This design comes from an exercise in tuning for small area and a short achievable clock period on the open sky130 flow, not from production work. In this exercise RTL edits were held to simulation tests only and were not proved equivalent to the original. Power figures rest on the tool's default switching activity, not on a simulated workload.

**flow/config.mk**
```make
export PLATFORM = sky130hd
export DESIGN_NAME = reversible_deque
export DESIGN_NICKNAME = reversible_deque
export VERILOG_FILES = /design/flow/design.v
export SDC_FILE = /design/flow/constraint.sdc
export NUM_CORES = 4
export LEC_CHECK = 0
export CAP_MARGIN = 20
export CORE_MARGIN = 2
export CORE_UTILIZATION = 60
export CTS_BUF_LIST = sky130_fd_sc_hd__clkbuf_8 sky130_fd_sc_hd__clkbuf_16
export CTS_CLUSTER_DIAMETER = 70
export CTS_CLUSTER_SIZE = 30
export SETUP_SLACK_MARGIN = 3.0
export SLEW_MARGIN = 20
export TNS_END_PERCENT = 5
```
**flow/constraint.sdc**
```tcl
create_clock -name core_clock -period 6.0 [get_ports {clk}]
set_input_delay 1.2000 -clock core_clock [delete_from_list [all_inputs] [get_ports {clk}]]
set_output_delay 1.2000 -clock core_clock [all_outputs]
set_load 0.01 [all_outputs]
```
**flow/design.v**
```verilog
package rdq_pkg;
  localparam int unsigned DEPTH  = 256;
  localparam int unsigned AW     = 8;
  localparam int unsigned FW     = 9;
  localparam int unsigned KIND_W = 2;
  localparam int unsigned CHAR_W = 8;
  localparam int unsigned POS_W  = 10;
  localparam int unsigned STAT_W = 2;
  localparam int unsigned LEN_W  = 11;
endpackage
module rdq_store (
  input  logic            clk,
  input  logic            pw_valid,
  input  logic [7:0]      pw_addr,
  input  logic [7:0]      pw_data,
  input  logic            rd_hit,
  input  logic [3:0][3:0] rsel,
  input  logic            rd_en,
  output logic [7:0]      rdata
);
  logic [7:0] mem [rdq_pkg::DEPTH];
  logic [15:0] w_hi, w_lo;
  always_comb begin
    for (int h = 0; h < 16; h++) begin
      w_hi[h] = pw_valid & (pw_addr[7:4] == 4'(h));
      w_lo[h] = (pw_addr[3:0] == 4'(h));
    end
  end
  for (genvar i = 0; i < rdq_pkg::DEPTH; i++) begin : g_row
    always_ff @(posedge clk) begin
      if (w_hi[i / 16] & w_lo[i % 16]) mem[i] <= pw_data;
    end
  end
  logic [63:0][7:0] lv1;
  logic [15:0][7:0] lv2;
  logic [3:0][7:0]  lv3;
  logic [3:0][7:0]  lv3_q;
  logic [3:0]       top_q;
  logic             hit_q;
  logic [7:0]       byp_q;
  always_ff @(posedge clk) begin
    lv3_q <= lv3;
    byp_q <= pw_data;
    top_q <= rsel[3] & {4{rd_en & ~rd_hit}};
    hit_q <= rd_en & rd_hit;
  end
  always_comb begin
    for (int q = 0; q < 64; q++) begin
      lv1[q] = '0;
      for (int k = 0; k < 4; k++) lv1[q] = lv1[q] | (mem[4 * q + k] & {8{rsel[0][k]}});
    end
    for (int q = 0; q < 16; q++) begin
      lv2[q] = '0;
      for (int k = 0; k < 4; k++) lv2[q] = lv2[q] | (lv1[4 * q + k] & {8{rsel[1][k]}});
    end
    for (int q = 0; q < 4; q++) begin
      lv3[q] = '0;
      for (int k = 0; k < 4; k++) lv3[q] = lv3[q] | (lv2[4 * q + k] & {8{rsel[2][k]}});
    end
    rdata = byp_q & {8{hit_q}};
    for (int k = 0; k < 4; k++) rdata = rdata | (lv3_q[k] & {8{top_q[k]}});
  end
endmodule
module rdq_ctrl (
  input  logic                         clk,
  input  logic                         rst,
  input  logic                         start,
  input  logic [1:0]                   kind,
  input  logic [9:0]                   position,
  input  logic [7:0]                   char_in,
  output logic                         pw_valid,  
  output logic [7:0]                   pw_addr,   
  output logic [7:0]                   pw_data,   
  output logic                         rd_hit,    
  output logic [3:0][3:0]              rsel,      
  output logic                         rd_ok,
  output logic [1:0]                   status_now,
  output logic [8:0]                   fill_now
);
  logic [7:0] head;    
  logic [7:0] back;    
  logic [8:0] fill;
  logic       rev;
  logic [7:0] rbase;   
  logic       full;
  logic [7:0] head_dec;
  logic       is_push, is_read, phys_back, push_ok;
  assign full     = fill[8];
  assign head_dec = head - 8'd1;
  assign is_push  = kind[0] ^ kind[1];
  assign is_read  = kind[0] & kind[1];
  assign phys_back = kind[1] ^ rev;
  assign push_ok  = is_push & ~full;
  logic [7:0] pw_pos;
  always_ff @(posedge clk) begin
    pw_valid <= start & push_ok & ~rst;
    pw_addr  <= phys_back ? back : head_dec;
    pw_pos   <= kind[0] ? 8'd0 : fill[7:0];
    pw_data  <= char_in;
  end
  assign rd_hit = pw_valid & (position[7:0] == pw_pos);
  logic [3:0][3:0]  pd_oh, dsum, dgt;
  logic [3:0][3:0][3:0] dtab;
  logic [3:0]       dgen, dprop;
  logic [3:0]       dcar;
  always_comb begin
    for (int i = 0; i < 4; i++) begin
      for (int m = 0; m < 4; m++) begin
        pd_oh[i][m] = (position[2*i +: 2] == 2'(m));
        for (int k = 0; k < 4; k++) begin
          dtab[i][k][m] = rev ? (rbase[2*i +: 2] == 2'((k + m + 1) & 3))
                              : (rbase[2*i +: 2] == 2'((k - m) & 3));
        end
        dgt[i][m] = rev ? (rbase[2*i +: 2] > 2'(m)) : (rbase[2*i +: 2] > 2'(3 - m));
      end
      for (int k = 0; k < 4; k++) begin
        dsum[i][k] = |(pd_oh[i] & dtab[i][k]);
      end
      dgen[i]  = |(pd_oh[i] & dgt[i]);
      dprop[i] = dsum[i][3];
    end
    dcar[0] = 1'b0;
    dcar[1] = dgen[0];
    dcar[2] = dgen[1] | (dprop[1] & dgen[0]);
    dcar[3] = dgen[2] | (dprop[2] & dgen[1]) | (dprop[2] & dprop[1] & dgen[0]);
    for (int i = 0; i < 4; i++) begin
      for (int k = 0; k < 4; k++) begin
        rsel[i][k] = dcar[i] ? dsum[i][(k - 1) & 3] : dsum[i][k];
      end
    end
  end
  logic [3:0] dlt, deq;
  logic       pos_lt;
  always_comb begin
    for (int i = 0; i < 4; i++) begin
      dlt[i] = (position[2*i +: 2] < fill[2*i +: 2]);
      deq[i] = (position[2*i +: 2] == fill[2*i +: 2]);
    end
    pos_lt = dlt[3] | (deq[3] & dlt[2]) | (deq[3] & deq[2] & dlt[1]) |
             (deq[3] & deq[2] & deq[1] & dlt[0]);
  end
  assign rd_ok = is_read & ~position[9] & ~position[8] & (full | pos_lt);
  always_comb begin
    status_now = 2'd0;
    if (is_push & full) status_now = 2'd1;
    if (is_read & ~rd_ok) status_now = 2'd2;
  end
  assign fill_now = push_ok ? fill + 9'd1 : fill;
  logic [7:0] head_nx, back_nx;
  logic       rev_nx;
  always_comb begin
    head_nx = head;
    back_nx = back;
    rev_nx  = rev;
    if (kind == 2'd0) rev_nx = ~rev;
    if (push_ok) begin
      if (phys_back) back_nx = back + 8'd1;
      else           head_nx = head_dec;
    end
  end
  always_ff @(posedge clk) begin
    if (rst) begin
      head  <= '0;
      back  <= '0;
      fill  <= '0;
      rev   <= 1'b0;
      rbase <= '0;
    end else if (start) begin
      fill  <= fill_now;
      head  <= head_nx;
      back  <= back_nx;
      rev   <= rev_nx;
      rbase <= rev_nx ? back_nx : head_nx;
    end
  end
endmodule
module reversible_deque (
  input  logic                         clk,
  input  logic                         rst,
  input  logic                         start,
  output logic                         busy,
  input  logic [rdq_pkg::KIND_W-1:0]   kind,
  input  logic [rdq_pkg::CHAR_W-1:0]   char_in,
  input  logic [rdq_pkg::POS_W-1:0]    position,
  output logic                         done,
  output logic [rdq_pkg::CHAR_W-1:0]   data_out,
  output logic [rdq_pkg::STAT_W-1:0]   status,
  output logic [rdq_pkg::LEN_W-1:0]    length
);
  logic        pw_valid, rd_hit;
  logic [7:0]  pw_addr, pw_data;
  logic [3:0][3:0] rsel;
  logic        rd_ok;
  logic [1:0]  status_now;
  logic [8:0]  fill_now;
  logic [7:0]  rdata;
  logic [1:0]  status_q;
  logic [8:0]  length_q;
  assign busy = 1'b0;
  rdq_ctrl u_ctrl (
    .clk        (clk),
    .rst        (rst),
    .start      (start),
    .kind       (kind),
    .position   (position),
    .char_in    (char_in),
    .pw_valid   (pw_valid),
    .pw_addr    (pw_addr),
    .pw_data    (pw_data),
    .rd_hit     (rd_hit),
    .rsel       (rsel),
    .rd_ok      (rd_ok),
    .status_now (status_now),
    .fill_now   (fill_now)
  );
  rdq_store u_store (
    .clk   (clk),
    .pw_valid (pw_valid),
    .pw_addr  (pw_addr),
    .pw_data  (pw_data),
    .rd_hit   (rd_hit),
    .rsel  (rsel),
    .rd_en (rd_ok),
    .rdata (rdata)
  );
  always_ff @(posedge clk) begin
    if (rst) done <= 1'b0;
    else     done <= start;
  end
  always_ff @(posedge clk) begin
    status_q <= status_now;
    length_q <= fill_now;
  end
  assign data_out = rdata;
  assign status   = status_q;
  assign length   = {2'b00, length_q};
endmodule
```
**flow/flow/run.sh**
```bash
#!/bin/bash
export BUFFER_PORTS_ARGS="-buffer_cell sky130_fd_sc_hd__buf_4"
bash standard.sh > standard.log 2>&1
```
**flow/standard.sh**
```bash
#!/bin/bash
# synth_recipe.tcl (not shown) runs the flow's synth.tcl, then flattens the netlist and writes it again
# the make line also repeats each setting of config.mk as NAME=value (left out here)
make -C /OpenROAD-flow-scripts/flow DESIGN_CONFIG=/design/flow/config.mk WORK_HOME=/design/flow/orfs CLKGATE_MAP_FILE= SYNTH_SCRIPT=/design/flow/synth_recipe.tcl "${@:-finish}"
```
==> impl_metrics.py, run 1 <==
metrics = {
    "place": {
        "gp_congestion": 0.857,
        "dp.cells": 6612,
        "portBuffers": 42,
        "dp_hpwl_um": 125000,
    },
    "finish": {
        "final_net_count": 5134,
        "area.sequential_um2": 63900,
        "layout-drive-gt1-share_pct": 15.4,
        "instances_no_fill": 6992,
        "area.growth.synth_to_final_pct": 12.9,
        "fill_cells": 9044,
        "multi_input_area_um2": 17800,
    },
    "critical_path": {
        "cp-start-kind": "register",
        "path_cells": "a222oi_1 > nand2_1 > buf_6",
        "path_max_fanout": 6,
        "crit_path_top_delay_cell": "a222oi_1",
        "arrival_ps": 2440,
        "critPathMaxStageDelay_ps": 650,
        "worst_ep_required_time_ps": 4800,
        "path_class": "register to output pin",
        "critPathCaptureType": "output pin",
    },
    "synthesis": {
        "yosysTopAreaCell": "edfxtp_1",
        "synth_top_cell_area_share_pct": 75.5,
        "syn_inst": 5056,
        "avgSynthCellArea_um2": 16.1,
        "yosysUniqueCellTypes": 68,
        "synth-edff-count": 2048,
        "ys_async_sr_fraction_pct": 0,
        "ys_seq_area_share_pct": 78.3,
        "syn-cell-area_um2": 81500,
        "yosys_warnings": 4,
        "ys_top_cells_by_area": "edfxtp_1, a22oi_1, dfxtp_1, a221oi_1, a22o_1",
        "synth_seq_cells": 2164,
        "ys.flop_type": "edfxtp_1",
    },
    "floorplan": {
        "initial_core_util_pct": 60.3,
        "chipHeight_um": 373,
        "rows": 135,
        "coreArea_um2": 135000,
        "die_area_um2": 139000,
        "num_io_pins": 46,
        "die-width_um": 373,
    },
    "timing": {
        "rsz0062_at_grt": "true",
        "max_slew_margin_pct": 24.4,
        "fin_setup_tns_ps": 0,
        "hold_viol": 0,
        "skew_ps": 43.3,
        "finalCritPeriodShare_pct": 60.6,
        "fin_crit_ps": 3640,
        "clock.fmax_ghz": 0.275,
        "drv_slew": 0,
        "setup_violations": 0,
        "tightest_slew_ps": 1130,
    },
    "cts": {
        "hold_buffers": 0,
        "htreeDepth": 3,
        "clk_path_buf_depth": 3,
        "path_clk_slew_ps": 100,
        "clkSinkCount": 2164,
        "numCtsBuffers": 120,
        "cts_tree": "built",
        "clock_latency_ps": 790,
        "cts-root-buf": "clkbuf_16",
    },
    "outcome": {
        "status": "finished clean",
    },
    "power": {
        "powerDensity_nw_per_um2": 343,
        "p_leak_nw": 28.8,
        "irDropWorstVdd_uv": 304,
    },
    "grt": {
        "grt_pass1_wl_um": 329000,
        "grt_usage_pct": 33.0,
        "grt_pass1_vias": 45600,
        "antenna_found_initial": 12,
        "grt_max_degree": 175,
        "gr-total-overflow": 0,
    },
    "route": {
        "drc": 0,
        "ant_nets": 0,
        "drt-initial-drc-count": 6984,
        "routedWlPerCell_um": 32.8,
        "dr_total_vias": 48300,
        "routed_wl_um": 230000,
        "drt_first_pass_iters": 6,
        "routed_via_density": 6.91,
    },
    "flow_run": {
        "max_cap_violations": 0,
    },
    "hold_path": {
        "hold_path_class": "register to register",
    },
}
[final cells by class]
| cell class | count | share of cell area, % |
|---|---|---|
| clock inverter | 107 | 1.51 |
| clock buffer | 121 | 3.29 |
| sequential | 2164 | 69.4 |
| tap | 1781 | 2.42 |
| multi-input combinational | 2504 | 19.3 |
| timing repair buffer | 284 | 3.92 |
| antenna | 6 | 0.0163 |
| inverter | 25 | 0.112 |
[through the flow]
step | util (%) | worst slack, ps | hold slack, ps | power [W] | cell area, um2
floorplan | - | 2360 | 448 | 0.0194 | 81500
global placement | 62.1 | 1250 | 492 | 0.0212 | 83900
detailed placement | 62.1 | 1130 | 478 | 0.0212 | 83900
CTS | 67.8 | 2440 | 466 | 0.0315 | 91600
global route | 68.1 | 2470 | 489 | 0.0324 | 92000
finish | 68.1 | 2360 | 516 | 0.0316 | 92000
[per-layer routing]
metal | vias up | global-route usage (%) | wire length (um)
li1 | 20600 | - | -
met1 | 24800 | 49.0 | 93400
met2 | 2533 | 49.5 | 105000
met3 | 395 | 5.62 | 22000
met4 | 8 | 12.5 | 8700
met5 | - | 0 | 57
[critical path, delay by kind of cell, from the launching register on]
family,cells,cell delay (ps)
compound gates,1,650
buf+inv,1,230
flops,1,390
simple gates,1,380
[timing repair]
action | 4_1_cts | 5_1_grt
setup buffers | 109 | 12
endpoints found under the setup margin | 946 | 1345
gates resized for setup | 362 | 79
endpoints found under the hold margin | 0 | 0
pin swaps | 152 | 73
cloned | 25 | 0
[power breakdown]
| group | total, W | internal [W] | switching, W |
|---|---|---|---|
| Clock | 0.00979 | 0.00423 | 0.00556 |
| Combinational | 0.00488 | 0.00164 | 0.00324 |
| Sequential | 0.0169 | 0.0166 | 0.000281 |
| Total | 0.0316 | 0.0225 | 0.00908 |
[path summary, 6_finish.rpt]
check	startpoint	endpoint	slack (ps)	depth (start not counted)
max	u_store.hit_q$_DFF_P_	data_out[3]	2360	3
min	u_ctrl.back[1]$_SDFFE_PP0P_	u_ctrl.back[1]$_SDFFE_PP0P_	520	2
max reg2reg	u_ctrl.pw_addr[7]$_DFF_P_	u_store.mem[138][7]$_DFFE_PP_	2620	3
min reg2reg	u_ctrl.back[1]$_SDFFE_PP0P_	u_ctrl.back[1]$_SDFFE_PP0P_	520	2
[cells by family after synthesis]
| group | count (synthesis) | share of synthesized area, % |
|---|---|---|
| buf+inv | 399 | 2.01 |
| compound gates | 1655 | 14.8 |
| simple gates | 744 | 3.72 |
| mux | 9 | 0.175 |
| flops | 2164 | 78.3 |
| other cells | 1 | 0.00460 |
| fa+ha+maj | 14 | 0.209 |
| xor+xnor | 70 | 0.752 |
[registers in the layout, summed over array words and instances, names as in the netlist, 9 cells and up]
signal and flops:
u_store.mem 2048, u_store.lv3_q 32, length_q 9, u_ctrl.fill 9
[cells in the final DEF (no fill, tap or decap), types with 28 or more instances in the layout]
master | synthesis | routed
nand3_1 | 39 | 29
o2111ai_1 | 32 | 28
buf_6 | 9 | 28
nor2_1 | 319 | 310
a22oi_1 | 807 | 733
buf_4 | 12 | 159
xor2_1 | 42 | 38
o21ai_2 | 1 | 45
a22o_1 | 160 | 160
o21ai_1 | 137 | 135
a22oi_2 | 2 | 76
a21boi_0 | 33 | 30
edfxtp_1 | 2048 | 2048
buf_12 | 0 | 68
nand2_1 | 308 | 293
a221oi_1 | 161 | 156
clkbuf_16 | 0 | 121
a21oi_1 | 118 | 105
dfxtp_1 | 116 | 97
[cells in the mapped netlist, drive strengths merged, types with 3 or more instances]
master,n
a21oi,119
a31oi,5
nand3,39
clkbuf,310
or3,4
a211oi,38
a22o,160
a222oi,8
a22oi,809
nand2b,4
inv,24
xnor2,28
nor2b,14
nor3,23
xor2,42
a21boi,33
nand4,11
a21o,3
edfxtp,2048
o22ai,42
o31ai,3
dfxtp,116
ha,12
o41ai,8
nor2,319
o2111ai,32
mux4,4
a211o,3
mux2i,3
buf,64
and2,5
nor4,5
a221oi,161
a221o,3
nand2,308
o21ai,215
and3,5
==> run 2: changes to the inputs <==
--- a/flow/design.v
+++ b/flow/design.v
@@ -36,13 +36,11 @@
   logic [3:0][7:0]  lv3;
   logic [3:0][7:0]  lv3_q;
   logic [3:0]       top_q;
-  logic             hit_q;
   logic [7:0]       byp_q;
   always_ff @(posedge clk) begin
     lv3_q <= lv3;
-    byp_q <= pw_data;
     top_q <= rsel[3] & {4{rd_en & ~rd_hit}};
-    hit_q <= rd_en & rd_hit;
+    byp_q <= pw_data & {8{rd_en & rd_hit}};
   end
   always_comb begin
     for (int q = 0; q < 64; q++) begin
@@ -57,7 +55,7 @@
       lv3[q] = '0;
       for (int k = 0; k < 4; k++) lv3[q] = lv3[q] | (lv2[4 * q + k] & {8{rsel[2][k]}});
     end
-    rdata = byp_q & {8{hit_q}};
+    rdata = byp_q;
     for (int k = 0; k < 4; k++) rdata = rdata | (lv3_q[k] & {8{top_q[k]}});
   end
 endmodule
==> run 2 against run 1 <==
Net effect: still clean on timing, DRC and antenna; register-to-register slack improved by 30 ps; die area barely moved; cell count fell by 0.29%; clock skew fell by 13 ps.
==> impl_metrics.py, run 2 <==
metrics = {
    "cts": {
        "clkSinkCount": 2163,
        "cts-root-buf": "clkbuf_16",
        "clock_latency_ps": 780,
        "numCtsBuffers": 121,
        "cts_tree": "built",
        "path_clk_slew_ps": 100,
        "clk_path_buf_depth": 3,
        "htreeDepth": 3,
        "hold_buffers": 0,
    },
    "synthesis": {
        "synth-edff-count": 2048,
        "ys_seq_area_share_pct": 78.2,
        "ys_async_sr_fraction_pct": 0,
        "ys_top_cells_by_area": "edfxtp_1, a22oi_1, dfxtp_1, a221oi_1, a22o_1",
        "syn_inst": 5062,
        "yosysMostFrequentCell": "edfxtp_1",
        "yosysUniqueCellTypes": 68,
        "avgSynthCellArea_um2": 16.1,
        "ys_top_cells_by_count": "edfxtp_1, a22oi_1, nor2_1",
        "synth_seq_cells": 2163,
        "syn-cell-area_um2": 81600,
        "yosysTopAreaCell": "edfxtp_1",
        "synth_top_cell_area_share_pct": 75.4,
        "ys.flop_type": "edfxtp_1",
        "yosys_warnings": 4,
    },
    "critical_path": {
        "path_class": "register to output pin",
        "cp-start-kind": "register",
        "critPathCaptureType": "output pin",
        "arrival_ps": 2730,
        "worst_ep_required_time_ps": 4800,
        "path_max_fanout": 8,
    },
    "flow_run": {
        "max_cap_violations": 0,
    },
    "floorplan": {
        "coreArea_um2": 135000,
        "num_io_pins": 46,
        "initial_core_util_pct": 60.4,
        "chipHeight_um": 373,
        "rows": 135,
        "die-width_um": 373,
        "die_area_um2": 139000,
    },
    "timing": {
        "skew_ps": 29.9,
        "fin_setup_tns_ps": 0,
        "rsz0062_at_grt": "true",
        "whs_ps": 515,
        "fin_crit_ps": 3930,
        "tightest_slew_ps": 1130,
        "setup_violations": 0,
        "drv_slew": 0,
        "finalCritPeriodShare_pct": 65.6,
        "clock.fmax_ghz": 0.254,
        "max_slew_margin_pct": 24.5,
        "hold_viol": 0,
    },
    "route": {
        "routed_wl_um": 232000,
        "routedWlPerCell_um": 33.3,
        "drt_first_pass_iters": 6,
        "routed_via_density": 6.96,
        "dr_total_vias": 48500,
        "drc": 0,
        "ant_nets": 0,
        "drt-initial-drc-count": 7330,
    },
    "grt": {
        "grt_pass1_wl_um": 332000,
        "grt_max_degree": 156,
        "antenna_found_initial": 4,
        "grt_pass1_vias": 45600,
        "gr-total-overflow": 0,
        "grt_usage_pct": 33.1,
    },
    "place": {
        "dpl_cell_area_um2": 83800,
        "portBuffers": 42,
        "gp_congestion": 0.858,
        "dp_hpwl_um": 127000,
    },
    "outcome": {
        "status": "finished clean",
    },
    "finish": {
        "final_common_cell": "edfxtp_1",
        "fill_cells": 9069,
        "fin_area_um2": 91400,
        "top_register": "u_store.mem",
        "reg_top3": "u_store.mem: 2048 flops, u_store.lv3_q: 32 flops",
        "final_net_count": 5117,
        "area.growth.synth_to_final_pct": 12.0,
        "largest_reg_flops": 2048,
        "final_core_util_pct": 67.6,
        "layout_common_cells": "edfxtp_1, a22oi_1, nor2_1",
        "layout-drive-gt1-share_pct": 13.6,
    },
    "power": {
        "irDropWorstVdd_uv": 327,
        "powerDensity_nw_per_um2": 344,
        "p_leak_nw": 28.6,
    },
    "hold_path": {
        "hold_path_class": "register to register",
    },
}
-- run 2: cell types whose count changed in the layout (fill, tap and decap cells not counted), sizes merged, moves of 2 or more --
cell    change
buf        -29
a21oi       +8
a22oi       -8
and2        +8
diode       -3
nand2       +3
bufinv      -2
clkbuf      +2
mux4        +2
-- run 2: area by class of cell --
class	instances	area, um2	area share [%]
Sequential cell	2163	63900	69.9
Multi-Input combinational cell	2515	17500	19.2
Timing Repair Buffer	256	3260	3.57
Clock buffer	123	3080	3.37
Tap cell	1781	2230	2.44
Clock inverter	106	1270	1.39
Inverter	25	106	0.116
Antenna cell	3	7.51	0.00822
-- run 2: logic make-up (layout without fill, tap and decap cells) --
logic type	count (synthesis)	in the layout	share of synthesized area, %
flops	2163	2163	78.2
simple gates	752	756	3.77
fa+ha+maj	14	14	0.209
other cells	1	6	0.00460
buf+inv	398	510	2.03
mux	9	17	0.175
xor+xnor	70	70	0.752
compound gates	1655	1655	14.8
-- run 2: worst paths after layout --
path              cells past startpoint                     endpoint                         from  slack [ps]
hold / removal                        2  u_ctrl.back[1]$_SDFFE_PP0P_  u_ctrl.back[1]$_SDFFE_PP0P_         510
hold reg to reg                       2  u_ctrl.back[1]$_SDFFE_PP0P_  u_ctrl.back[1]$_SDFFE_PP0P_         510
setup / recovery                      3                  data_out[4]     u_store.top_q[1]$_DFF_P_        2070
setup reg to reg                     12    u_store.lv3_q[27]$_DFF_P_      u_ctrl.rev$_SDFFE_PP0P_        2650
-- run 2: repair_timing --
action,CTS,global route
pin swaps,161,11
gates resized for setup,317,33
buffers inserted,96,1
gates cloned,31,1
setup endpoints to repair,662,1059
-- run 2: through the flow --
stage	std cells	setup slack (ps)	total power [W]
after detailed placement	6611	1010	0.0212
after global routing	6969	2120	0.0322
final	6972	2070	0.0314
after global placement	6611	1110	0.0212
after floorplan	5064	2360	0.0194
after CTS	6967	2190	0.0313
-- run 2: critical path, cell delays in order (launching register included) --
cell      delay (ps)
dfxtp_4          400
a222oi_1         930
nand2_1          380
buf_6            240
-- run 2: power breakdown --
group,switching [W],internal (W)
combinational,0.00323,0.00155
clock,0.00550,0.00418
sequential,0.000309,0.0166
-- run 2: metal layers --
| metal | vias to the layer above | share of wire [%] | GRT usage, % |
|---|---|---|---|
| met5 | - | 0.0065 | 0 |
| met4 | 2 | 4.0 | 11.8 |
| met3 | 448 | 11 | 6.37 |
| met2 | 2761 | 45 | 49.2 |
| met1 | 24800 | 40 | 49.4 |
| li1 | 20500 | - | - |
==> run 3: changes to the inputs <==
--- a/flow/design.v
+++ b/flow/design.v
@@ -36,11 +36,14 @@
   logic [3:0][7:0]  lv3;
   logic [3:0][7:0]  lv3_q;
   logic [3:0]       top_q;
-  logic [7:0]       byp_q;
+  logic [3:0]       sel2, byp_slot;
+  always_comb begin
+    sel2 = rsel[2] & {4{~rd_hit}};
+    for (int k = 0; k < 4; k++) byp_slot[k] = rd_hit & (pw_addr[7:6] == 2'(k));
+  end
   always_ff @(posedge clk) begin
     lv3_q <= lv3;
-    top_q <= rsel[3] & {4{rd_en & ~rd_hit}};
-    byp_q <= pw_data & {8{rd_en & rd_hit}};
+    top_q <= rsel[3] & {4{rd_en}};
   end
   always_comb begin
     for (int q = 0; q < 64; q++) begin
@@ -52,10 +55,10 @@
       for (int k = 0; k < 4; k++) lv2[q] = lv2[q] | (lv1[4 * q + k] & {8{rsel[1][k]}});
     end
     for (int q = 0; q < 4; q++) begin
-      lv3[q] = '0;
-      for (int k = 0; k < 4; k++) lv3[q] = lv3[q] | (lv2[4 * q + k] & {8{rsel[2][k]}});
-    end
-    rdata = byp_q;
+      lv3[q] = pw_data & {8{byp_slot[q]}};
+      for (int k = 0; k < 4; k++) lv3[q] = lv3[q] | (lv2[4 * q + k] & {8{sel2[k]}});
+    end
+    rdata = '0;
     for (int k = 0; k < 4; k++) rdata = rdata | (lv3_q[k] & {8{top_q[k]}});
   end
 endmodule
--- a/flow/config.mk
+++ b/flow/config.mk
@@ -7,7 +7,7 @@
 export LEC_CHECK = 0
 export CAP_MARGIN = 20
 export CORE_MARGIN = 2
-export CORE_UTILIZATION = 60
+export CORE_UTILIZATION = 70
 export CTS_BUF_LIST = sky130_fd_sc_hd__clkbuf_8 sky130_fd_sc_hd__clkbuf_16
 export CTS_CLUSTER_DIAMETER = 70
 export CTS_CLUSTER_SIZE = 30
==> run 3 against run 2 <==
Net effect: global-route usage increased by 6.0 points; maximum frequency increased by 13%; critical path depth increased by 11; clock power decreased by 7.3%; final area increased by 0.22%; critical endpoint is now u_store.lv3_q[19]$_DFF_P_; largest cell class unchanged.
==> impl_metrics.py, run 3 <==
metrics = {
    "synthesis": {
        "synth_top_cell_area_share_pct": 75.8,
        "yosys_warnings": 4,
        "yosysMostFrequentCell": "edfxtp_1",
        "synth-edff-count": 2048,
        "syn_inst": 4879,
        "ys_top_cells_by_count": "edfxtp_1, a221oi_1, a22o_1",
        "ys_top_cells_by_area": "edfxtp_1, a221oi_1, a22o_1, dfxtp_1, a22oi_1",
        "syn-cell-area_um2": 81100,
        "avgSynthCellArea_um2": 16.6,
        "yosysUniqueCellTypes": 68,
        "ys.flop_type": "edfxtp_1",
        "yosysTopAreaCell": "edfxtp_1",
        "ys_seq_area_share_pct": 78.5,
        "ys_async_sr_fraction_pct": 0,
        "synth_seq_cells": 2155,
    },
    "timing": {
        "rsz0062_at_grt": "true",
        "drv_slew": 0,
        "fin_setup_tns_ps": 0,
        "setup_violations": 0,
        "finalCritPeriodShare_pct": 58.0,
        "skew_ps": 29.1,
        "clock.fmax_ghz": 0.287,
        "tightest_slew_ps": 1240,
        "max_slew_margin_pct": 17.3,
        "fin_crit_ps": 3480,
        "hold_viol": 0,
    },
    "floorplan": {
        "chipHeight_um": 344,
        "die_area_um2": 119000,
        "num_io_pins": 46,
        "die-width_um": 344,
        "initial_core_util_pct": 70.7,
        "rows": 124,
        "coreArea_um2": 115000,
    },
    "cts": {
        "clkSinkCount": 2155,
        "numCtsBuffers": 108,
        "htreeDepth": 3,
        "cts_tree": "built",
        "clock_latency_ps": 760,
        "cts-root-buf": "clkbuf_16",
        "clk_path_buf_depth": 3,
        "path_clk_slew_ps": 100,
    },
    "place": {
        "gp_congestion": 0.913,
        "dpl_cell_area_um2": 83100,
        "portBuffers": 42,
        "dp_hpwl_um": 123000,
        "dp.cells": 6161,
    },
    "finish": {
        "fin_area_um2": 91600,
        "layout_common_cells": "edfxtp_1, a22o_1, a221oi_1",
        "instances_no_fill": 6514,
        "area.growth.synth_to_final_pct": 12.9,
        "layout-drive-gt1-share_pct": 17.4,
        "final_common_cell": "edfxtp_1",
        "largest_reg_flops": 2048,
        "top_register": "u_store.mem",
        "final_net_count": 4941,
        "reg_top3": "u_store.mem: 2048 flops, u_store.lv3_q: 32 flops",
    },
    "grt": {
        "grt_usage_pct": 39.1,
        "grt_max_degree": 208,
        "gr-total-overflow": 0,
        "grt_pass1_vias": 45900,
        "antenna_found_initial": 16,
        "grt_pass1_wl_um": 329000,
    },
    "route": {
        "drt-initial-drc-count": 8927,
        "drt_first_pass_iters": 7,
        "dr_total_vias": 50000,
        "routedWlPerCell_um": 36.2,
        "drc": 0,
        "ant_nets": 0,
        "routed_wl_um": 236000,
        "routed_via_density": 7.68,
    },
    "flow_run": {
        "max_cap_violations": 0,
    },
    "critical_path": {
        "path_max_fanout": 11,
        "critPathCaptureType": "register",
        "r2r_slack_ps": 2610,
        "arrival_ps": 4100,
        "path_class": "input port to register",
        "worst_ep_required_time_ps": 6620,
        "cp-start-kind": "input port",
    },
    "outcome": {
        "status": "finished clean",
    },
    "hold_path": {
        "hold_path_class": "register to register",
    },
    "power": {
        "p_leak_nw": 28.2,
        "powerDensity_nw_per_um2": 342,
        "irDropWorstVdd_uv": 429,
    },
}
[run 3: cell types whose count changed after synthesis, moves of 14 or more]
| cell | delta |
|---|---|
| a22oi_1 | -519 |
| a221oi_1 | +224 |
| a22o_1 | +224 |
| nand2_1 | -183 |
| o22ai_1 | +160 |
| o21ai_1 | -110 |
| nor3_1 | +61 |
| a21boi_0 | -33 |
| o22a_1 | +30 |
| a211oi_1 | -29 |
| a21oi_1 | +26 |
| buf_2 | +24 |
| clkbuf_1 | -14 |
[run 3: final timing paths]
check,start,endpoint,cells past startpoint
max reg2reg,u_ctrl.rev$_SDFFE_PP0P_,u_store.lv3_q[19]$_DFF_P_,14
max,position[1],u_store.lv3_q[19]$_DFF_P_,14
min,u_ctrl.fill[7]$_SDFFE_PP0P_,length_q[7]$_DFF_P_,1
min reg2reg,u_ctrl.fill[7]$_SDFFE_PP0P_,length_q[7]$_DFF_P_,1
[run 3: power by group]
| part | switching, W | internal, W | total, W | leakage, nW |
|---|---|---|---|---|
| Sequential | 0.000359 | 0.0166 | 0.0169 | 19.3 |
| Clock | 0.00524 | 0.00373 | 0.00897 | 1.90 |
| Combinational | 0.00343 | 0.00198 | 0.00540 | 6.97 |
[run 3: final cells by class]
type / instances / area, um2
Clock buffer: 110 / 2740
Antenna cell: 6 / 15.0
Multi-Input combinational cell: 2329 / 18000
Fill cell: 5909 / 23100
Tap cell: 1512 / 1890
Clock inverter: 90 / 1120
Sequential cell: 2155 / 63700
Timing Repair Buffer: 289 / 4000
Inverter: 23 / 86.3
[run 3: layer usage]
metal,global-route usage [%],up-vias,routed length (um)
li1,-,20200,-
met1,55.4,25100,83900
met2,57.9,4009,106000
met3,10.6,697,31900
met4,17.6,22,13300
met5,0,-,143
[run 3: repair_timing]
| action | 4_1_cts | 5_1_grt |
|---|---|---|
| hold buffers | 0 | 0 |
| resized for setup | 424 | 125 |
| pin swaps | 92 | 72 |
| buffers inserted | 86 | 19 |
| endpoints found under the setup margin | 1499 | 947 |
| gates cloned | 35 | 6 |
[run 3: cell families (layout without fill, tap and decap cells)]
family	count (synthesis)	count (layout)	synth area share, %
adders and majority gates	14	14	0.213
muxes	8	8	0.108
and+or+nand+nor	628	629	3.34
buffers and inverters	403	512	2.02
other	1	9	0.00462
AOI/OAI and AO/OA	1597	1602	15.0
xor gates and xnor gates	73	73	0.788
DFF	2155	2155	78.5
[run 3: stage by stage]
stage / setup WS, ps / total power, W / utilization, % / hold WS [ps]
final: 2520 / 0.0313 / 79.9 / 512
after global routing: 2470 / 0.0318 / 79.8 / 518
after CTS: 2760 / 0.0307 / 79.0 / 502
after detailed placement: 1030 / 0.0212 / 72.5 / 482
after global placement: 1160 / 0.0211 / 72.5 / 511
after floorplan: 2220 / 0.0194 / - / 456
[run 3: critical path, stage by stage]
cell and delay [ps]:
buf_12 130, o21ai_4 170, o22ai_4 130, a21oi_4 350
xnor2_4 180, buf_6 130, a211oi_1 80, o211ai_1 270
buf_6 210, buf_4 240, bufbuf_16 350, o22ai_1 110
o21ai_0 350, o2111ai_2 180
==> run 4: changes to the inputs <==
--- a/flow/config.mk
+++ b/flow/config.mk
@@ -7,7 +7,7 @@
 export LEC_CHECK = 0
 export CAP_MARGIN = 20
 export CORE_MARGIN = 2
-export CORE_UTILIZATION = 70
+export CORE_UTILIZATION = 78
 export CTS_BUF_LIST = sky130_fd_sc_hd__clkbuf_8 sky130_fd_sc_hd__clkbuf_16
 export CTS_CLUSTER_DIAMETER = 70
 export CTS_CLUSTER_SIZE = 30
==> run 4 against run 3 <==
Net effect: the flow now stops in clock tree synthesis (4_1_cts); synthesized cell count did not move; synthesized area did not move.
==> impl_metrics.py, run 4 <==
metrics = {
    "synthesis": {
        "ys_seq_area_share_pct": 78.5,
        "ys.flop_type": "edfxtp_1",
        "synth-edff-count": 2048,
        "ys_top_cells_by_area": "edfxtp_1, a221oi_1, a22o_1, dfxtp_1, a22oi_1",
        "avgSynthCellArea_um2": 16.6,
        "yosysUniqueCellTypes": 68,
        "yosys_warnings": 4,
        "ys_top_cells_by_count": "edfxtp_1, a221oi_1, a22o_1",
        "yosysTopAreaCell": "edfxtp_1",
        "syn-cell-area_um2": 81100,
        "syn_inst": 4879,
        "yosysMostFrequentCell": "edfxtp_1",
        "ys_async_sr_fraction_pct": 0,
        "synth_seq_cells": 2155,
        "synth_top_cell_area_share_pct": 75.8,
    },
    "outcome": {
        "error": "[ERROR DPL-0033] detailed placement checks failed during check placement.",
        "status": "stopped before the end",
        "failing_step": "clock tree synthesis (4_1_cts)",
    },
    "cts": {
        "numCtsBuffers": 94,
        "hold_buffers": 0,
        "clk_path_buf_depth": 3,
        "cts_resized": 625,
        "cts-root-buf": "clkbuf_16",
        "clkSinkCount": 2155,
        "postCtsSetupBuffers": 130,
        "htreeDepth": 3,
    },
    "place": {
        "gp_congestion": 0.943,
        "dp.cells": 6044,
        "dpl_cell_area_um2": 83100,
        "dp_hpwl_um": 121000,
        "place_worst_setup_slack_ps": 1170,
        "portBuffers": 42,
    },
    "floorplan": {
        "initial_core_util_pct": 78.5,
        "num_io_pins": 46,
        "chipHeight_um": 326,
        "rows": 118,
        "die-width_um": 326,
    },
}
## run 4: cell counts after synthesis
Identical to the previous run, type by type.
## run 4: kinds of logic after synthesis
family,share of synthesized area [%]
adder cells (fa/ha/maj),0.213
AO/OA/AOI/OAI,15.0
AND/OR/NAND/NOR,3.34
XOR/XNOR,0.788
buffers and inverters,2.02
multiplexers,0.108
other,0.00462
flip-flops,78.5
## run 4: worst min path at each step
stage                                           start                   to  slack (ps)  cells past startpoint
after floorplan           u_ctrl.fill[7]$_SDFFE_PP0P_  length_q[7]$_DFF_P_         460                      1
after global placement    u_ctrl.fill[7]$_SDFFE_PP0P_  length_q[7]$_DFF_P_         480                      1
after detailed placement  u_ctrl.fill[7]$_SDFFE_PP0P_  length_q[7]$_DFF_P_         480                      1
## run 4: metrics by stage
step	utilization, %	hold slack [ps]	power [W]
2_1_floorplan	-	456	0.0194
3_5_place_dp	80.4	479	0.0211
3_3_place_gp	80.4	479	0.0210
## run 4: power by group through the flow
stage	clock network [W]	registers (W)	logic, W
2_1_floorplan	0	0.0171	0.00231
3_3_place_gp	0	0.0172	0.00383
3_5_place_dp	0	0.0172	0.00390
==> run 5: changes to the inputs <==
==> flow/flow/run.sh (replaced) <==
#!/bin/bash
export BUFFER_PORTS_ARGS="-buffer_cell sky130_fd_sc_hd__buf_4"
export REMOVE_ABC_BUFFERS=1
bash standard.sh > standard.log 2>&1
--- a/flow/config.mk
+++ b/flow/config.mk
@@ -7,7 +7,7 @@
 export LEC_CHECK = 0
 export CAP_MARGIN = 20
 export CORE_MARGIN = 2
-export CORE_UTILIZATION = 78
+export CORE_UTILIZATION = 70
 export CTS_BUF_LIST = sky130_fd_sc_hd__clkbuf_8 sky130_fd_sc_hd__clkbuf_16
 export CTS_CLUSTER_DIAMETER = 70
 export CTS_CLUSTER_SIZE = 30
==> run 5 against run 4 <==
Net effect: the run now finishes clean; synthesized area unchanged; synthesized cell count did not move.
==> impl_metrics.py, run 5 <==
metrics = {
    "outcome": {
        "status": "finished clean",
    },
    "route": {
        "routed_wl_um": 222000,
        "route.met3.wl_um": 28600,
        "dr_total_vias": 48400,
        "drt-initial-drc-count": 8242,
        "wirelength_met1_um": 81300,
        "wl_met2_um": 101000,
        "ant_nets": 0,
        "routed_via_density": 7.52,
        "drc": 0,
        "dr.max_layer_used": "met4",
        "routedWlPerCell_um": 34.4,
        "drt_first_pass_iters": 7,
    },
    "critical_path": {
        "r2r_end": "u_store.mem[105][3]$_DFFE_PP_",
        "worst_ep_required_time_ps": 6380,
        "critPathCaptureType": "register",
        "path_max_fanout": 16,
        "reg2reg_from": "u_ctrl.pw_addr[7]$_DFF_P_",
        "crit_path_top_delay_cell": "nor2_1",
        "critPathMaxStageDelay_ps": 960,
        "r2r_cells": 3,
        "cp-start-kind": "register",
        "path_cells": "nor2_1 > nand2_1 > nor2_1",
        "path_class": "register to register",
        "crit_top_cell": "nor2_1",
        "arrival_ps": 3710,
        "r2r_slack_ps": 2670,
    },
    "timing": {
        "clock.fmax_ghz": 0.301,
        "tightest_slew_ps": 1250,
        "rsz0062_at_grt": "true",
        "max_slew_margin_pct": 16.4,
        "drv_slew": 0,
        "skew_ps": 32.4,
        "finalCritPeriodShare_pct": 55.4,
        "fin_crit_ps": 3330,
        "hold_viol": 0,
        "setup_violations": 0,
    },
    "cts": {
        "path_clk_slew_ps": 100,
        "htreeDepth": 3,
        "clock_latency_ps": 760,
        "cts_tree": "built",
        "numCtsBuffers": 102,
        "cts-root-buf": "clkbuf_16",
        "clk_path_buf_depth": 3,
        "hold_buffers": 0,
        "clkSinkCount": 2155,
    },
    "grt": {
        "grt_usage_pct": 37.5,
        "grt_pass1_wl_um": 318000,
        "gr-total-overflow": 0,
        "antenna_found_initial": 4,
        "grt_max_degree": 196,
        "grt_pass1_vias": 45300,
    },
    "place": {
        "portBuffers": 42,
        "gp_congestion": 0.887,
        "dp.cells": 6152,
        "dp_hpwl_um": 118000,
        "dpl_cell_area_um2": 83100,
    },
    "finish": {
        "layout_common_cells": "edfxtp_1, a22o_1, a221oi_1",
        "fin_area_um2": 90200,
        "final_core_util_pct": 78.6,
        "final_net_count": 4888,
        "area.growth.synth_to_final_pct": 11.2,
        "final_common_cell": "edfxtp_1",
        "fill_cells": 6042,
        "reg_top3": "u_store.mem: 2048 flops, u_store.lv3_q: 32 flops",
        "top_register": "u_store.mem",
        "instances_no_fill": 6446,
        "layout-drive-gt1-share_pct": 15.7,
        "largest_reg_flops": 2048,
    },
    "synthesis": {
        "avgSynthCellArea_um2": 16.6,
        "syn_inst": 4879,
        "ys_seq_area_share_pct": 78.5,
        "synth_compound_area_share_pct": 15.0,
        "yosysMostFrequentCell": "edfxtp_1",
        "synthAdderAreaFrac_pct": 0.213,
        "synth_seq_cells": 2155,
        "synth_top_cell_area_share_pct": 75.8,
        "synth-edff-count": 2048,
        "yosysTopAreaCell": "edfxtp_1",
        "ys_async_sr_fraction_pct": 0,
        "ys_top_cells_by_count": "edfxtp_1, a221oi_1, a22o_1",
        "syn-cell-area_um2": 81100,
        "yosys.area_share.xor_xnor_pct": 0.788,
        "ys_top_cells_by_area": "edfxtp_1, a221oi_1, a22o_1, dfxtp_1, a22oi_1",
        "ys.flop_type": "edfxtp_1",
        "synthMuxAreaShare_pct": 0.108,
        "yosys_warnings": 4,
        "synth_top_family_by_area": "compound AO/OA/AOI/OAI gates",
        "yosys.area_share.simple_pct": 3.34,
        "yosysUniqueCellTypes": 68,
    },
    "hold_path": {
        "worstHoldStart": "u_ctrl.back[1]$_SDFFE_PP0P_",
        "hold_end": "u_ctrl.back[1]$_SDFFE_PP0P_",
        "whs_path_depth": 2,
        "hold_path_class": "register to register",
    },
    "power": {
        "irDropWorstVdd_uv": 309,
        "powerDensity_nw_per_um2": 337,
        "p_leak_nw": 27.6,
    },
    "floorplan": {
        "die_area_um2": 119000,
        "num_io_pins": 46,
        "rows": 124,
        "coreArea_um2": 115000,
        "chipHeight_um": 344,
        "initial_core_util_pct": 70.7,
        "die-width_um": 344,
    },
    "flow_run": {
        "max_cap_violations": 0,
    },
}
run 5: timing repair:
action                                   CTS  global route
resized for setup                        346            86
endpoints found under the setup margin  1135          1602
gates cloned                              28             0
setup buffers                             75             5
pin swaps                                 72            12
run 5: worst max path at each step:
stage	end	slack (ps)	start	depth (start not counted)
2_1_floorplan	u_store.lv3_q[6]$_DFF_P_	-14920	position[1]	9
3_3_place_gp	u_store.lv3_q[14]$_DFF_P_	1480	position[1]	12
3_5_place_dp	u_store.lv3_q[21]$_DFF_P_	1450	position[1]	13
4_1_cts	u_store.mem[70][3]$_DFFE_PP_	2850	u_ctrl.pw_addr[6]$_DFF_P_	4
5_1_grt	u_store.top_q[0]$_DFF_P_	2640	position[1]	14
6_report	u_store.mem[105][3]$_DFFE_PP_	2670	u_ctrl.pw_addr[7]$_DFF_P_	3
run 5: power by group:
group          internal (W)  total, W  switching (W)
combinational       0.00176   0.00492        0.00316
sequential           0.0166    0.0169       0.000316
clock               0.00358   0.00859        0.00500
total                0.0219    0.0304        0.00848
run 5: stage by stage:
step                setup WS, ps  total power [W]  setup TNS (ps)  hold WS, ps
floorplan                 -14920           0.0201         -477410          456
global placement            1480           0.0211               0          493
detailed placement          1450           0.0211               0          505
CTS                         2850           0.0302               0          508
global route                2640           0.0310               0          515
finish                      2670           0.0304               0          512
run 5: layer usage:
layer,vias to the layer above,GRT usage (%)
met5,-,0
met4,0,16.6
met3,509,8.26
met2,3537,55.3
met1,24300,54.7
li1,20100,-
run 5: cell type report:
| cell class | instances | area, um2 | area share, % |
|---|---|---|---|
| diodes | 3 | 7.51 | 0.00833 |
| clock buffers | 107 | 2670 | 2.96 |
| clock inverters | 75 | 897 | 0.995 |
| inverters | 23 | 86.3 | 0.0957 |
| multi-input cells | 2325 | 17400 | 19.3 |
| flip-flops and latches | 2155 | 63700 | 70.6 |
| well taps | 1512 | 1890 | 2.10 |
| repair buffers | 246 | 3510 | 3.89 |
run 5: logic make-up after synthesis:
group                      count (synthesis)
AOI/OAI and AO/OA                       1597
xor gates and xnor gates                  73
adders and majority gates                 14
buffers and inverters                    403
DFF                                     2155
muxes                                      8
other                                      1
and+or+nand+nor                          628
run 5: worst max-delay path: cells and delay by family (launching register included):
family / cells / cell delay [ps]
and+or+nand+nor: 3 / 2270
DFF: 1 / 670
==> run 6: changes to the inputs <==
--- a/flow/config.mk
+++ b/flow/config.mk
@@ -7,7 +7,7 @@
 export LEC_CHECK = 0
 export CAP_MARGIN = 20
 export CORE_MARGIN = 2
-export CORE_UTILIZATION = 70
+export CORE_UTILIZATION = 65
 export CTS_BUF_LIST = sky130_fd_sc_hd__clkbuf_8 sky130_fd_sc_hd__clkbuf_16
 export CTS_CLUSTER_DIAMETER = 70
 export CTS_CLUSTER_SIZE = 30
==> run 6 against run 5 <==
Net effect: still clean on timing, DRC and antenna; non-clock buffer count increased by 26; final area increased by 2.5%; core utilization decreased by 4.0 points; clock skew decreased by 1.8 ps; critical path type is now input port to register; critical endpoint is now u_store.top_q[1]$_DFF_P_.
==> impl_metrics.py, run 6 <==
metrics = {
    "finish": {
        "final_net_count": 4931,
        "reg_top3": "u_store.mem: 2048 flops, u_store.lv3_q: 32 flops",
        "largest_reg_flops": 2048,
        "top_register": "u_store.mem",
        "layout-drive-gt1-share_pct": 18.2,
        "fill_cells": 7120,
        "final_common_cell": "edfxtp_1",
        "area.growth.synth_to_final_pct": 14.0,
        "instances_no_fill": 6637,
        "layout_common_cells": "edfxtp_1, a22o_1, a221oi_1",
    },
    "floorplan": {
        "initial_core_util_pct": 65.5,
        "die-width_um": 357,
        "chipHeight_um": 357,
        "rows": 129,
        "die_area_um2": 128000,
        "coreArea_um2": 124000,
        "num_io_pins": 46,
    },
    "power": {
        "swShare_pct": 28.5,
        "power.internal_w": 0.0228,
        "p_leak_nw": 28.4,
        "sequentialPowerShare_pct": 52.8,
        "powerDensity_nw_per_um2": 345,
        "net-switching-power_w": 0.00909,
        "irDropWorstVdd_uv": 443,
        "p_clk_share_pct": 30.2,
        "power_frac_comb_pct": 16.9,
    },
    "grt": {
        "grt_max_degree": 179,
        "gr-total-overflow": 0,
        "grt_usage_pct": 35.8,
        "antenna_found_initial": 10,
        "grt_pass1_wl_um": 327000,
        "grt_pass1_vias": 46100,
    },
    "synthesis": {
        "yosys_warnings": 4,
        "yosysMostFrequentCell": "edfxtp_1",
        "synth_seq_cells": 2155,
        "yosysTopAreaCell": "edfxtp_1",
        "synth_top_cell_area_share_pct": 75.8,
        "avgSynthCellArea_um2": 16.6,
        "yosysUniqueCellTypes": 68,
        "ys_top_cells_by_area": "edfxtp_1, a221oi_1, a22o_1, dfxtp_1, a22oi_1",
        "ys_top_cells_by_count": "edfxtp_1, a221oi_1, a22o_1",
        "synth-edff-count": 2048,
        "ys.flop_type": "edfxtp_1",
        "ys_seq_area_share_pct": 78.5,
        "syn-cell-area_um2": 81100,
        "ys_async_sr_fraction_pct": 0,
        "syn_inst": 4879,
    },
    "timing": {
        "whs_ps": 496,
        "max_slew_margin_pct": 15.6,
        "skew_ps": 30.6,
        "fin_crit_ps": 3470,
        "setup_violations": 0,
        "hold_viol": 0,
        "tightest_slew_ps": 1260,
        "finalCritPeriodShare_pct": 57.8,
        "clock.fmax_ghz": 0.289,
        "rsz0062_at_grt": "true",
        "drv_slew": 0,
        "fin_setup_tns_ps": 0,
    },
    "cts": {
        "cts_tree": "built",
        "path_clk_slew_ps": 90,
        "clk_path_buf_depth": 3,
        "clkSinkCount": 2155,
        "clock_latency_ps": 760,
        "numCtsBuffers": 116,
        "cts-root-buf": "clkbuf_16",
        "htreeDepth": 3,
    },
    "place": {
        "dp.cells": 6264,
        "dp_hpwl_um": 119000,
        "portBuffers": 42,
        "gp_congestion": 0.903,
    },
    "route": {
        "drc": 0,
        "dr_total_vias": 48500,
        "routed_via_density": 7.31,
        "routed_wl_um": 230000,
        "routedWlPerCell_um": 34.6,
        "drt_first_pass_iters": 20,
        "drt-initial-drc-count": 7587,
        "ant_nets": 0,
    },
    "outcome": {
        "status": "finished clean",
    },
    "critical_path": {
        "path_max_fanout": 7,
        "arrival_ps": 4090,
        "path_class": "input port to register",
        "critPathCaptureType": "register",
        "cp-start-kind": "input port",
        "worst_ep_required_time_ps": 6620,
    },
    "flow_run": {
        "max_cap_violations": 0,
    },
    "hold_path": {
        "hold_path_class": "register to register",
    },
}
run 6: path summary, 6_finish.rpt:
check	start	end	slack, ps	depth (start not counted)
setup / recovery	position[1]	u_store.top_q[1]$_DFF_P_	2530	15
hold / removal	u_ctrl.fill[7]$_SDFFE_PP0P_	length_q[7]$_DFF_P_	500	1
setup reg to reg	u_ctrl.pw_addr[4]$_DFF_P_	u_store.mem[56][2]$_DFFE_PP_	2610	3
hold reg to reg	u_ctrl.fill[7]$_SDFFE_PP0P_	length_q[7]$_DFF_P_	500	1
run 6: cells by family after synthesis:
kind of cell | Yosys count | synth area share, %
xor+xnor | 73 | 0.788
compound gates | 1597 | 15.0
flops | 2155 | 78.5
other cells | 1 | 0.00462
mux | 8 | 0.108
fa+ha+maj | 14 | 0.213
simple gates | 628 | 3.34
buf+inv | 403 | 2.02
run 6: power by group through the flow:
stage | logic (W) | registers [W] | clock network, W
2_1_floorplan | 0.00296 | 0.0171 | 0
3_3_place_gp | 0.00392 | 0.0172 | 0
3_5_place_dp | 0.00394 | 0.0172 | 0
4_1_cts | 0.00517 | 0.0168 | 0.00968
5_1_grt | 0.00555 | 0.0169 | 0.0102
6_report | 0.00540 | 0.0169 | 0.00966
run 6: cell type report:
class	count	area [um2]	area share, %
Sequential cell	2155	63700	68.9
Multi-Input combinational cell	2328	18300	19.8
Timing Repair Buffer	272	4020	4.34
Clock buffer	118	2950	3.19
Tap cell	1637	2050	2.22
Clock inverter	101	1380	1.49
Inverter	23	86.3	0.0934
Antenna cell	3	7.51	0.00812
run 6: through the flow:
step | worst slack (ps) | power (W) | util (%) | cell area (um2)
3_3_place_gp | 1360 | 0.0211 | 67.2 | 83100
3_5_place_dp | 1310 | 0.0211 | 67.2 | 83200
5_1_grt | 2490 | 0.0326 | 74.7 | 92400
4_1_cts | 2770 | 0.0317 | 74.3 | 91900
2_1_floorplan | -14920 | 0.0201 | - | 79600
6_report | 2530 | 0.0319 | 74.7 | 92500
run 6: worst max-delay path, stage by stage:
cell	delay, ps
buf_12	120
o21ai_4	140
o22ai_4	140
buf_6	150
a221oi_4	360
buf_6	200
o31ai_4	80
a41oi_2	240
a211oi_2	60
buf_4	160
buf_12	140
xnor2_4	280
buf_4	170
nand3_1	190
a311oi_2	440
run 6: repair_timing:
item	4_1_cts	5_1_grt
pin swaps	90	37
gates cloned	41	2
hold buffers	0	0
hold endpoints to repair	0	0
gates resized for setup	505	67
buffers inserted	99	8
endpoints found under the setup margin	1845	1384
run 6: layer usage:
metal | wire length [um] | vias to the layer above | track usage, %
met5 | 101 | - | 0
met2 | 107000 | 3241 | 55.0
met4 | 10900 | 14 | 14.6
li1 | - | 20200 | -
met1 | 84800 | 24500 | 50.9
met3 | 26900 | 526 | 7.53
==> run 7: changes to the inputs <==
--- a/flow/design.v
+++ b/flow/design.v
@@ -10,8 +10,8 @@
 endpackage
 module rdq_store (
   input  logic            clk,
-  input  logic            pw_valid,
-  input  logic [7:0]      pw_addr,
+  input  logic [15:0]     pw_hi,
+  input  logic [15:0]     pw_lo,
   input  logic [7:0]      pw_data,
   input  logic            rd_hit,
   input  logic [3:0][3:0] rsel,
@@ -19,16 +19,9 @@
   output logic [7:0]      rdata
 );
   logic [7:0] mem [rdq_pkg::DEPTH];
-  logic [15:0] w_hi, w_lo;
-  always_comb begin
-    for (int h = 0; h < 16; h++) begin
-      w_hi[h] = pw_valid & (pw_addr[7:4] == 4'(h));
-      w_lo[h] = (pw_addr[3:0] == 4'(h));
-    end
-  end
   for (genvar i = 0; i < rdq_pkg::DEPTH; i++) begin : g_row
     always_ff @(posedge clk) begin
-      if (w_hi[i / 16] & w_lo[i % 16]) mem[i] <= pw_data;
+      if (pw_hi[i / 16] & pw_lo[i % 16]) mem[i] <= pw_data;
     end
   end
   logic [63:0][7:0] lv1;
@@ -39,7 +32,7 @@
   logic [3:0]       sel2, byp_slot;
   always_comb begin
     sel2 = rsel[2] & {4{~rd_hit}};
-    for (int k = 0; k < 4; k++) byp_slot[k] = rd_hit & (pw_addr[7:6] == 2'(k));
+    for (int k = 0; k < 4; k++) byp_slot[k] = rd_hit & |pw_hi[4 * k +: 4];
   end
   always_ff @(posedge clk) begin
     lv3_q <= lv3;
@@ -69,8 +62,8 @@
   input  logic [1:0]                   kind,
   input  logic [9:0]                   position,
   input  logic [7:0]                   char_in,
-  output logic                         pw_valid,  
-  output logic [7:0]                   pw_addr,   
+  output logic [15:0]                  pw_hi,     
+  output logic [15:0]                  pw_lo,     
   output logic [7:0]                   pw_data,   
   output logic                         rd_hit,    
   output logic [3:0][3:0]              rsel,      
@@ -92,12 +85,17 @@
   assign is_read  = kind[0] & kind[1];
   assign phys_back = kind[1] ^ rev;
   assign push_ok  = is_push & ~full;
-  logic [7:0] pw_pos;
+  logic [7:0] pw_pos, pw_slot;
+  logic       pw_valid;
+  assign pw_slot = phys_back ? back : head_dec;
   always_ff @(posedge clk) begin
     pw_valid <= start & push_ok & ~rst;
-    pw_addr  <= phys_back ? back : head_dec;
     pw_pos   <= kind[0] ? 8'd0 : fill[7:0];
     pw_data  <= char_in;
+    for (int h = 0; h < 16; h++) begin
+      pw_hi[h] <= start & push_ok & ~rst & (pw_slot[7:4] == 4'(h));
+      pw_lo[h] <= (pw_slot[3:0] == 4'(h));
+    end
   end
   assign rd_hit = pw_valid & (position[7:0] == pw_pos);
   logic [3:0][3:0]  pd_oh, dsum, dgt;
@@ -188,8 +186,9 @@
   output logic [rdq_pkg::STAT_W-1:0]   status,
   output logic [rdq_pkg::LEN_W-1:0]    length
 );
-  logic        pw_valid, rd_hit;
-  logic [7:0]  pw_addr, pw_data;
+  logic        rd_hit;
+  logic [15:0] pw_hi, pw_lo;
+  logic [7:0]  pw_data;
   logic [3:0][3:0] rsel;
   logic        rd_ok;
   logic [1:0]  status_now;
@@ -205,8 +204,8 @@
     .kind       (kind),
     .position   (position),
     .char_in    (char_in),
-    .pw_valid   (pw_valid),
-    .pw_addr    (pw_addr),
+    .pw_hi      (pw_hi),
+    .pw_lo      (pw_lo),
     .pw_data    (pw_data),
     .rd_hit     (rd_hit),
     .rsel       (rsel),
@@ -216,8 +215,8 @@
   );
   rdq_store u_store (
     .clk   (clk),
-    .pw_valid (pw_valid),
-    .pw_addr  (pw_addr),
+    .pw_hi    (pw_hi),
+    .pw_lo    (pw_lo),
     .pw_data  (pw_data),
     .rd_hit   (rd_hit),
     .rsel  (rsel),
--- a/flow/config.mk
+++ b/flow/config.mk
@@ -7,7 +7,7 @@
 export LEC_CHECK = 0
 export CAP_MARGIN = 20
 export CORE_MARGIN = 2
-export CORE_UTILIZATION = 65
+export CORE_UTILIZATION = 70
 export CTS_BUF_LIST = sky130_fd_sc_hd__clkbuf_8 sky130_fd_sc_hd__clkbuf_16
 export CTS_CLUSTER_DIAMETER = 70
 export CTS_CLUSTER_SIZE = 30
==> run 7 against run 6 <==
Net effect: synthesized area up 29%; flip-flop and latch count rose by 24; synthesized cell count up 64%; clock skew increased by 19 ps; via count increased by 55%; non-clock buffer count increased by 27; maximum frequency increased by 2.6%; total power is 5.9% higher; die area grew 20%; sequential share of layout area decreased by 13 points; hold slack worse by 36 ps; first-iteration DRC count up 58%; critical path type is now register to output pin.
==> impl_metrics.py, run 7 <==
metrics = {
    "grt": {
        "grt_pass1_wl_um": 459000,
        "antenna_found_initial": 25,
        "grt_pass1_vias": 70200,
        "gr-total-overflow": 0,
        "grt_max_degree": 229,
        "grt_usage_pct": 41.0,
    },
    "route": {
        "dr.max_layer_used": "met5",
        "dr_total_vias": 75400,
        "drc": 0,
        "routed_wl_um": 320000,
        "wirelength_met1_um": 113000,
        "routed_via_density": 7.68,
        "wl_met2_um": 145000,
        "ant_nets": 0,
        "route.met3.wl_um": 44300,
        "drt_first_pass_iters": 9,
        "routedWlPerCell_um": 32.6,
        "drt-initial-drc-count": 12000,
    },
    "synthesis": {
        "syn-cell-area_um2": 105000,
        "yosysTopAreaCell": "edfxtp_1",
        "yosysUniqueCellTypes": 69,
        "ys.flop_type": "edfxtp_1",
        "avgSynthCellArea_um2": 13.1,
        "yosys_warnings": 4,
        "synth_seq_cells": 2179,
        "syn_inst": 8000,
        "ys_top_cells_by_area": "edfxtp_1, mux2i_1, mux4_2, a22oi_1, a21oi_1",
        "synth-edff-count": 2048,
        "synth_top_cell_area_share_pct": 58.7,
        "ys_seq_area_share_pct": 61.2,
        "ys_async_sr_fraction_pct": 0,
        "ys_top_cells_by_count": "edfxtp_1, a21oi_1, nand2_1",
        "yosysMostFrequentCell": "edfxtp_1",
    },
    "timing": {
        "finalCritPeriodShare_pct": 56.3,
        "clock.fmax_ghz": 0.296,
        "max_slew_margin_pct": 16.1,
        "fin_setup_tns_ps": 0,
        "hold_viol": 0,
        "skew_ps": 49.6,
        "drv_slew": 0,
        "tightest_slew_ps": 1260,
        "fin_crit_ps": 3380,
        "rsz0062_at_grt": "true",
        "setup_violations": 0,
        "whs_ps": 460,
    },
    "finish": {
        "final_net_count": 7738,
        "layout_common_cells": "edfxtp_1, a21oi_1, a22oi_1",
        "layout-drive-gt1-share_pct": 12.3,
        "fill_cells": 8943,
        "largest_reg_flops": 2048,
        "top_register": "u_store.mem",
        "final_common_cell": "edfxtp_1",
        "reg_top3": "u_store.mem: 2048 flops, u_store.lv3_q: 32 flops",
        "area.growth.synth_to_final_pct": 8.92,
        "multi_input_area_um2": 38300,
        "area.sequential_um2": 64200,
    },
    "critical_path": {
        "critPathCaptureType": "output pin",
        "r2r_end": "u_store.lv3_q[22]$_DFF_P_",
        "critPathBufInv": 1,
        "critical-path-top-delay-family": "flip-flops",
        "crit_start": "u_store.lv3_q[6]$_DFF_P_",
        "path_class": "register to output pin",
        "worst_ep_required_time_ps": 4800,
        "path_max_fanout": 1,
        "cp-start-kind": "register",
        "r2r_slack_ps": 2710,
        "reg2reg_from": "u_ctrl.rbase[1]$_SDFFE_PP0P_",
        "critPathMaxStageDelay_ps": 430,
        "crit_path_top_delay_cell": "dfxtp_1",
        "arrival_ps": 2180,
        "r2r_cells": 12,
        "path_cells": "a22oi_2 > nand2_1 > buf_4",
    },
    "cts": {
        "numCtsBuffers": 134,
        "path_clk_slew_ps": 110,
        "clkSinkCount": 2179,
        "cts-root-buf": "clkbuf_16",
        "htreeDepth": 4,
        "cts_tree": "built",
        "clk_path_buf_depth": 3,
        "clock_latency_ps": 840,
    },
    "floorplan": {
        "initial_core_util_pct": 70.7,
        "rows": 141,
        "coreArea_um2": 148000,
        "chipHeight_um": 391,
        "die_area_um2": 153000,
        "die-width_um": 391,
        "num_io_pins": 46,
    },
    "outcome": {
        "status": "finished clean",
    },
    "flow_run": {
        "max_cap_violations": 0,
    },
    "hold_path": {
        "whs_path_depth": 1,
        "hold_end": "u_ctrl.pw_data[4]$_DFF_P_",
        "hold_path_class": "input port to register",
        "worstHoldStart": "char_in[4]",
    },
    "power": {
        "p_leak_nw": 36.8,
        "powerDensity_nw_per_um2": 297,
        "irDropWorstVdd_uv": 358,
    },
    "place": {
        "gp_congestion": 0.895,
        "portBuffers": 42,
        "dp_hpwl_um": 174000,
    },
}
==> run 7: cell count changes after synthesis, sizes merged, moves of 365 or more <==
cell and change:
a22oi +385, a22o -365, a21oi +601, mux2i +508
nand2b +421, nand2 +533
==> run 7: final cells by class <==
class                           count  area share [%]
Tap cell                         1930            2.12
Sequential cell                  2179            56.3
Clock buffer                      144            3.15
Antenna cell                       75           0.165
Timing Repair Buffer              299            3.62
Inverter                           24          0.0932
Clock inverter                    103            1.03
Multi-Input combinational cell   5065            33.6
==> run 7: report_power, final <==
| part | switching, W | leakage, nW | total (W) | internal (W) |
|---|---|---|---|---|
| clock | 0.00555 | 2.36 | 0.0104 | 0.00489 |
| combinational | 0.00410 | 14.9 | 0.00631 | 0.00221 |
| sequential | 0.000347 | 19.5 | 0.0171 | 0.0167 |
| total | 0.0100 | 36.8 | 0.0338 | 0.0238 |
==> run 7: logic make-up after synthesis <==
family / share of synthesized area [%]
AND/OR/NAND/NOR: 8.35
flip-flops: 61.2
AO/OA/AOI/OAI: 16.7
other: 0.00358
adder cells (fa/ha/maj): 0.143
multiplexers: 9.72
XOR/XNOR: 0.595
buffers and inverters: 3.27
==> run 7: what timing repair did <==
action	CTS	global route
resized for setup	237	49
setup buffers	61	9
hold buffers	0	0
endpoints found under the setup margin	44	51
pin swaps	28	8
cloned	28	6
==> run 7: per-stage QoR <==
stage	utilization [%]	total power, W	instance area, um2	setup WS (ps)	std cells
after floorplan	-	0.0213	101000	-49750	7264
final	77.0	0.0338	114000	2620	9819
after global placement	71.5	0.0226	106000	1150	9392
after detailed placement	71.5	0.0227	106000	1070	9392
after global routing	76.9	0.0345	114000	2680	9756
after CTS	76.5	0.0334	113000	2720	9728
==> run 7: worst max path at each step <==
stage                     slack, ps                         to  cells past startpoint
after floorplan              -49750   u_store.lv3_q[6]$_DFF_P_                      6
after global placement         1150  u_store.lv3_q[13]$_DFF_P_                     12
after detailed placement       1070  u_store.lv3_q[10]$_DFF_P_                     12
after CTS                      2720                data_out[0]                      3
after global routing           2680  u_store.lv3_q[12]$_DFF_P_                     14
final                          2620                data_out[6]                      3
==> run 7: per-layer routing <==
| metal | GRT usage, % | up-vias |
|---|---|---|
| met5 | 0 | - |
| met4 | 21.5 | 12 |
| met3 | 11.2 | 889 |
| met2 | 60.9 | 5778 |
| met1 | 56.0 | 37300 |
| li1 | - | 31400 |

separate check: timing with driven ports:
In the flow no input, the clock included, has a driving cell. The finished layouts below were timed again as built, in two steps. Step 1 sets driving cells, clkbuf_16 on the clock port and buf_2 on the other inputs (assumed; they add their load-dependent delay and slew). Step 2 also shifts input and output timing later by t, the mid clock arrival at the registers, as if the neighbouring blocks saw the same clock. Three values: no drivers, after step 1, after step 2; two values: the first two.
run	shift t [ns]	slack for setup (ns)	worst hold slack (ns)	cell pins on the clock port's net
run 1	0.853	2.363 / 2.278 / 1.746	0.516 / 0.458 / 0.516	1
run 2	0.857	2.066 / 1.981 / 1.753	0.515 / 0.467 / 0.515	1
run 3	0.828	2.518 / 2.511 / 1.724	0.512 / 0.483 / 0.512	1
run 5	0.817	2.673 / 2.673 / 1.891	0.512 / 0.494 / 0.512	1
run 6	0.829	2.535 / 2.562 / 1.733	0.496 / 0.495 / 0.496	1
run 7	0.896	2.623 / 2.302 / 1.406	0.460 / 0.401 / 0.525	1
After both steps every run listed still meets setup and hold. The setup slack of run 7, which loses most, moves by -0.321 ns with the drivers and by -1.217 ns with both steps.
